What follows belongs to an exercise in optimizing a design on an open flow for small area and a short achievable clock period; a production flow would make more cautious choices. The RTL was checked by simulation tests, not by an equivalence proof against the original design. Power is estimated from default activity; no workload was simulated.

==> flow/design.v (excerpt) <==
module reversible_deque (
  input  logic                         clk,
  input  logic                         rst,
  input  logic                         start,
  output logic                         busy,
  input  logic [rdq_pkg::KIND_W-1:0]   kind,
  input  logic [rdq_pkg::CHAR_W-1:0]   char_in,
  input  logic [rdq_pkg::POS_W-1:0]    position,
  output logic                         done,
  output logic [rdq_pkg::CHAR_W-1:0]   data_out,
  output logic [rdq_pkg::STAT_W-1:0]   status,
  output logic [rdq_pkg::LEN_W-1:0]    length
);
clock: 6.0 ns
lec_check: 0
cap_margin: 20
core_margin: 2
core_utilization: 70
cts_buf_list: sky130_fd_sc_hd__clkbuf_8 sky130_fd_sc_hd__clkbuf_16
cts_cluster_diameter: 60
cts_cluster_size: 30
setup_slack_margin: 3.0
slew_margin: 20
tns_end_percent: 0
standard.sh (not shown) runs the stock make flow with config.mk's settings and CLKGATE_MAP_FILE= SYNTH_SCRIPT=/design/flow/synth_recipe.tcl, a recipe that flattens the netlist after the stock synthesis.
==> flow/flow/run.sh <==
#!/bin/bash
export BUFFER_PORTS_ARGS="-buffer_cell sky130_fd_sc_hd__buf_4"
bash standard.sh > standard.log 2>&1
Edit:
Settings changed: TNS_END_PERCENT 0 to 5.
Critical path depth is unchanged.
First-iteration DRC count grows by 5.7%.
Wire length goes down by 1.3%.
Utilization fell by 0.41 points.
Edit:
==> flow/flow/run.sh (replaced) <==
#!/bin/bash
export BUFFER_PORTS_ARGS="-buffer_cell sky130_fd_sc_hd__buf_4"
export REMOVE_ABC_BUFFERS=1
bash standard.sh > standard.log 2>&1
Settings changed: CTS_CLUSTER_DIAMETER 60 to 70.
Effect:
- The changed run completed with no timing, DRC or antenna violations
- sequential share of layout area is lower by 0.21 points
- clock power is lower by about 10%
- fmax is lower by 0.38%
- critical path depth is higher by 8
- hold slack hardly moves
- final area is higher by 0.33%
- count of clock-buffer cells in the layout is lower by 32

* * *

reversible_deque, a different RTL version from the one above (not shown whole).
For scale: about 5000 cells after synthesis, roughly 2100 flip-flops, about 46 I/O pins.
Settings: LEC_CHECK=0, CAP_MARGIN=20, CORE_MARGIN=2, CORE_UTILIZATION=60, CTS_BUF_LIST=sky130_fd_sc_hd__clkbuf_8 sky130_fd_sc_hd__clkbuf_16, CTS_CLUSTER_DIAMETER=70, CTS_CLUSTER_SIZE=30, SETUP_SLACK_MARGIN=3.0, SLEW_MARGIN=20, TNS_END_PERCENT=5; clock period 6.0 ns.
==> flow/flow/run.sh <==
#!/bin/bash
export BUFFER_PORTS_ARGS="-buffer_cell sky130_fd_sc_hd__buf_4"
bash standard.sh > standard.log 2>&1
Change:
CTS_BUF_LIST = sky130_fd_sc_hd__clkbuf_4 sky130_fd_sc_hd__clkbuf_8   (was sky130_fd_sc_hd__clkbuf_8 sky130_fd_sc_hd__clkbuf_16)
CTS_CLUSTER_DIAMETER = default   (was 70)
What happened: The new run finished with timing, DRC and antenna clean; non-clock buffer count came out higher by 32; sequential share of layout area goes down by 1.8 points; critical path depth fell by 10; clock-buffer cell count increases by 381; total power came out higher by 7.9%; die area does not change.
Change:
CORE_UTILIZATION = 70   (was 60)
CTS_BUF_LIST = sky130_fd_sc_hd__clkbuf_8 sky130_fd_sc_hd__clkbuf_16   (was sky130_fd_sc_hd__clkbuf_4 sky130_fd_sc_hd__clkbuf_8)
CTS_CLUSTER_DIAMETER = 70   (was default)
=> The changed run finished clean; area after synthesis stays the same; total power fell by 11%; sequential power is about the same; hold slack gains 8.2 ps; die area falls by 14%; register-to-register slack is better by 80 ps; clock-buffer cell count went down by 397; final area drops by 4.6%.
Change:
SETUP_SLACK_MARGIN = 3.4   (was 3.0)
TNS_END_PERCENT = 10   (was 5)
Effect:
- The new run completed without violations
- synthesized area is unchanged
- non-clock buffer count increases by 145
- global-route usage climbs by 1.3 points
- routed wire length rises by 5.5%
- setup slack degrades by 130 ps
- synthesized cell count is unchanged
- register-to-register slack gets worse by 170 ps
- via count grows by 4.2%

* * *

The RTL this note starts from:
==> flow/design.v <==
package rdq_pkg;
  localparam int unsigned DEPTH  = 256;
  localparam int unsigned AW     = 8;
  localparam int unsigned FW     = 9;
  localparam int unsigned KIND_W = 2;
  localparam int unsigned CHAR_W = 8;
  localparam int unsigned POS_W  = 10;
  localparam int unsigned STAT_W = 2;
  localparam int unsigned LEN_W  = 11;
endpackage
module rdq_store (
  input  logic            clk,
  input  logic [15:0]     wf_hi,
  input  logic [15:0]     wf_lo,
  input  logic [15:0]     wb_hi,
  input  logic [15:0]     wb_lo,
  input  logic [7:0]      wdata,
  input  logic [3:0][3:0] rsel,
  input  logic            rd_en,
  output logic [7:0]      rdata
);
  logic [7:0] mem [rdq_pkg::DEPTH];
  for (genvar i = 0; i < rdq_pkg::DEPTH; i++) begin : g_row
    logic we;
    assign we = (wf_hi[i / 16] & wf_lo[i % 16]) | (wb_hi[i / 16] & wb_lo[i % 16]);
    always_ff @(posedge clk) begin
      if (we) mem[i] <= wdata;
    end
  end
  logic [63:0][7:0] lv1;
  logic [15:0][7:0] lv2;
  logic [3:0][7:0]  lv3;
  logic [3:0][7:0]  lv3_q;
  logic [3:0]       top_q;
  always_ff @(posedge clk) begin
    lv3_q <= lv3;
    top_q <= rsel[3] & {4{rd_en}};
  end
  always_comb begin
    for (int q = 0; q < 64; q++) begin
      lv1[q] = '0;
      for (int k = 0; k < 4; k++) lv1[q] = lv1[q] | (mem[4 * q + k] & {8{rsel[0][k]}});
    end
    for (int q = 0; q < 16; q++) begin
      lv2[q] = '0;
      for (int k = 0; k < 4; k++) lv2[q] = lv2[q] | (lv1[4 * q + k] & {8{rsel[1][k]}});
    end
    for (int q = 0; q < 4; q++) begin
      lv3[q] = '0;
      for (int k = 0; k < 4; k++) lv3[q] = lv3[q] | (lv2[4 * q + k] & {8{rsel[2][k]}});
    end
    rdata = '0;
    for (int k = 0; k < 4; k++) rdata = rdata | (lv3_q[k] & {8{top_q[k]}});
  end
endmodule
module rdq_ctrl (
  input  logic                         clk,
  input  logic                         rst,
  input  logic                         start,
  input  logic [1:0]                   kind,
  input  logic [9:0]                   position,
  output logic [15:0]                  wf_hi,     
  output logic [15:0]                  wf_lo,     
  output logic [15:0]                  wb_hi,     
  output logic [15:0]                  wb_lo,     
  output logic [3:0][3:0]              rsel,      
  output logic                         rd_ok,
  output logic [1:0]                   status_now,
  output logic [8:0]                   fill_now
);
  logic [7:0] head;    
  logic [7:0] back;    
  logic [8:0] fill;
  logic       rev;
  logic [7:0] rbase;   
  logic       full;
  logic [7:0] head_dec;
  logic       is_push, is_read, phys_back, push_ok;
  assign full     = fill[8];
  assign head_dec = head - 8'd1;
  assign is_push  = kind[0] ^ kind[1];
  assign is_read  = kind[0] & kind[1];
  assign phys_back = kind[1] ^ rev;
  assign push_ok  = is_push & ~full;
  always_comb begin
    for (int h = 0; h < 16; h++) begin
      wf_hi[h] = ~full & (head_dec[7:4] == 4'(h));
      wb_hi[h] = ~full & (back[7:4] == 4'(h));
      wf_lo[h] = (head_dec[3:0] == 4'(h));
      wb_lo[h] = (back[3:0] == 4'(h));
    end
  end
  logic [3:0][3:0]  pd_oh, dsum, dgt;
  logic [3:0][3:0][3:0] dtab;
  logic [3:0]       dgen, dprop;
  logic [3:0]       dcar;
  logic [15:0]      nib_oh, ncar;
  logic [3:0][15:0] ntab;
  logic [3:0]       nsum1;
  always_comb begin
    for (int i = 0; i < 4; i++) begin
      for (int m = 0; m < 4; m++) begin
        pd_oh[i][m] = (position[2*i +: 2] == 2'(m));
        for (int k = 0; k < 4; k++) begin
          dtab[i][k][m] = rev ? (rbase[2*i +: 2] == 2'((k + m + 1) & 3))
                              : (rbase[2*i +: 2] == 2'((k - m) & 3));
        end
        dgt[i][m] = rev ? (rbase[2*i +: 2] > 2'(m)) : (rbase[2*i +: 2] > 2'(3 - m));
      end
      for (int k = 0; k < 4; k++) begin
        dsum[i][k] = |(pd_oh[i] & dtab[i][k]);
      end
      dgen[i]  = |(pd_oh[i] & dgt[i]);
      dprop[i] = dsum[i][3];
    end
    for (int m = 0; m < 16; m++) begin
      nib_oh[m] = (position[3:0] == 4'(m));
      ncar[m]   = 1'b0;
      for (int k = 0; k < 4; k++) ntab[k][m] = 1'b0;
      for (int v = 0; v < 16; v++) begin
        for (int k = 0; k < 4; k++) begin
          if ((((v + m) >> 2) & 3) == k)
            ntab[k][m] = ntab[k][m] | (~rev & (rbase[3:0] == 4'(v)));
          if ((((v + 15 - m) >> 2) & 3) == k)
            ntab[k][m] = ntab[k][m] | (rev & (rbase[3:0] == 4'(v)));
        end
        if (v + m > 15)      ncar[m] = ncar[m] | (~rev & (rbase[3:0] == 4'(v)));
        if (v + 15 - m > 15) ncar[m] = ncar[m] | (rev & (rbase[3:0] == 4'(v)));
      end
    end
    for (int k = 0; k < 4; k++) nsum1[k] = |(nib_oh & ntab[k]);
    dcar[0] = 1'b0;
    dcar[1] = 1'b0;
    dcar[2] = |(nib_oh & ncar);
    dcar[3] = dgen[2] | (dprop[2] & dcar[2]);
    rsel[0] = dsum[0];
    rsel[1] = nsum1;
    for (int i = 2; i < 4; i++) begin
      for (int k = 0; k < 4; k++) begin
        rsel[i][k] = dcar[i] ? dsum[i][(k - 1) & 3] : dsum[i][k];
      end
    end
  end
  logic [3:0] dlt, deq;
  logic       pos_lt;
  always_comb begin
    for (int i = 0; i < 4; i++) begin
      dlt[i] = (position[2*i +: 2] < fill[2*i +: 2]);
      deq[i] = (position[2*i +: 2] == fill[2*i +: 2]);
    end
    pos_lt = dlt[3] | (deq[3] & dlt[2]) | (deq[3] & deq[2] & dlt[1]) |
             (deq[3] & deq[2] & deq[1] & dlt[0]);
  end
  assign rd_ok = is_read & ~position[9] & ~position[8] & (full | pos_lt);
  always_comb begin
    status_now = 2'd0;
    if (is_push & full) status_now = 2'd1;
    if (is_read & ~rd_ok) status_now = 2'd2;
  end
  assign fill_now = push_ok ? fill + 9'd1 : fill;
  logic [7:0] head_nx, back_nx;
  logic       rev_nx;
  always_comb begin
    head_nx = head;
    back_nx = back;
    rev_nx  = rev;
    if (kind == 2'd0) rev_nx = ~rev;
    if (push_ok) begin
      if (phys_back) back_nx = back + 8'd1;
      else           head_nx = head_dec;
    end
  end
  always_ff @(posedge clk) begin
    if (rst) begin
      head  <= '0;
      back  <= '0;
      fill  <= '0;
      rev   <= 1'b0;
      rbase <= '0;
    end else if (start) begin
      fill  <= fill_now;
      head  <= head_nx;
      back  <= back_nx;
      rev   <= rev_nx;
      rbase <= rev_nx ? back_nx : head_nx;
    end
  end
endmodule
module reversible_deque (
  input  logic                         clk,
  input  logic                         rst,
  input  logic                         start,
  output logic                         busy,
  input  logic [rdq_pkg::KIND_W-1:0]   kind,
  input  logic [rdq_pkg::CHAR_W-1:0]   char_in,
  input  logic [rdq_pkg::POS_W-1:0]    position,
  output logic                         done,
  output logic [rdq_pkg::CHAR_W-1:0]   data_out,
  output logic [rdq_pkg::STAT_W-1:0]   status,
  output logic [rdq_pkg::LEN_W-1:0]    length
);
  logic [15:0] wf_hi, wf_lo, wb_hi, wb_lo;
  logic [3:0][3:0] rsel;
  logic        rd_ok;
  logic [1:0]  status_now;
  logic [8:0]  fill_now;
  logic [7:0]  rdata;
  logic [1:0]  status_q;
  logic [8:0]  length_q;
  assign busy = 1'b0;
  rdq_ctrl u_ctrl (
    .clk        (clk),
    .rst        (rst),
    .start      (start),
    .kind       (kind),
    .position   (position),
    .wf_hi      (wf_hi),
    .wf_lo      (wf_lo),
    .wb_hi      (wb_hi),
    .wb_lo      (wb_lo),
    .rsel       (rsel),
    .rd_ok      (rd_ok),
    .status_now (status_now),
    .fill_now   (fill_now)
  );
  rdq_store u_store (
    .clk   (clk),
    .wf_hi (wf_hi),
    .wf_lo (wf_lo),
    .wb_hi (wb_hi),
    .wb_lo (wb_lo),
    .wdata (char_in),
    .rsel  (rsel),
    .rd_en (rd_ok),
    .rdata (rdata)
  );
  always_ff @(posedge clk) begin
    if (rst) done <= 1'b0;
    else     done <= start;
  end
  always_ff @(posedge clk) begin
    status_q <= status_now;
    length_q <= fill_now;
  end
  assign data_out = rdata;
  assign status   = status_q;
  assign length   = {2'b00, length_q};
endmodule
==> flow/config.mk <==
export PLATFORM = sky130hd
export DESIGN_NAME = reversible_deque
export DESIGN_NICKNAME = reversible_deque
export VERILOG_FILES = /design/flow/design.v
export SDC_FILE = /design/flow/constraint.sdc
export NUM_CORES = 4
export LEC_CHECK = 0
export CAP_MARGIN = 20
export CORE_MARGIN = 2
export CORE_UTILIZATION = 70
export CTS_BUF_LIST = sky130_fd_sc_hd__clkbuf_8 sky130_fd_sc_hd__clkbuf_16
export CTS_CLUSTER_DIAMETER = 70
export CTS_CLUSTER_SIZE = 30
export SETUP_SLACK_MARGIN = 3.0
export SLEW_MARGIN = 20
export TNS_END_PERCENT = 5
==> flow/constraint.sdc <==
create_clock -name core_clock -period 6.0 [get_ports {clk}]
set_input_delay 1.2000 -clock core_clock [delete_from_list [all_inputs] [get_ports {clk}]]
set_output_delay 1.2000 -clock core_clock [all_outputs]
set_load 0.01 [all_outputs]
Scripts as last shown in full above: flow/flow/run.sh
The baseline went through all stages and came out clean.
==> next run, changes <==
==> flow/flow/run.sh (replaced) <==
#!/bin/bash
export BUFFER_PORTS_ARGS="-buffer_cell sky130_fd_sc_hd__buf_4"
export REMOVE_ABC_BUFFERS=1
bash standard.sh > standard.log 2>&1
Outcome: Total power grows by 0.87%; combinational power is lower by about 2%; core utilization came out higher by 0.71 points; synthesized cell count is unchanged; clock skew went down by 5.5 ps; maximum frequency shrinks by 1.6%; final area climbs by 0.87%; global-route usage climbs by 1.2 points.

==> re-timing with driven ports <==
How much do the figures lean on ideal ports? The routed layouts below were timed once more, with nothing changed but the port constraints.
Step 1: set_driving_cell puts a clkbuf_16 on clk and a buf_2 on each other input, an assumption about the parent block.
Step 2 also shifts input and output timing later by t, the mid clock arrival at the registers, as if the neighbouring blocks saw the same clock.
a / b / c = ideal / step 1 / step 2; a / b = the first two.
run | t, ns | slack for setup (ns) | pins driven straight from the clock port
the first run of note 1 | 0.839 | 2.291 / 2.291 / 1.751 | 1
the second run of note 1 | 0.858 | 2.541 / 2.541 / 1.846 | 1
the third run of note 1 | 0.832 | 2.528 / 2.513 / 1.681 | 1
the first run of note 2 | 0.859 | 2.788 / 2.708 / 1.980 | 1
the second run of note 2 | 1.083 | 2.574 / 2.502 / 1.774 | 1
the third run of note 2 | 0.839 | 2.769 / 2.711 / 1.977 | 1
the fourth run of note 2 | 0.857 | 2.640 / 2.640 / 1.829 | 1
the first run of note 3 | 0.820 | 2.642 / 2.574 / 1.934 | 1
the second run of note 3 | 0.843 | 2.587 / 2.573 / 1.770 | 1
After both steps every run listed still meets setup and hold. For the third run of note 1, which loses most, drivers alone change the setup slack by -0.015 ns; drivers and shift together by -0.847 ns.
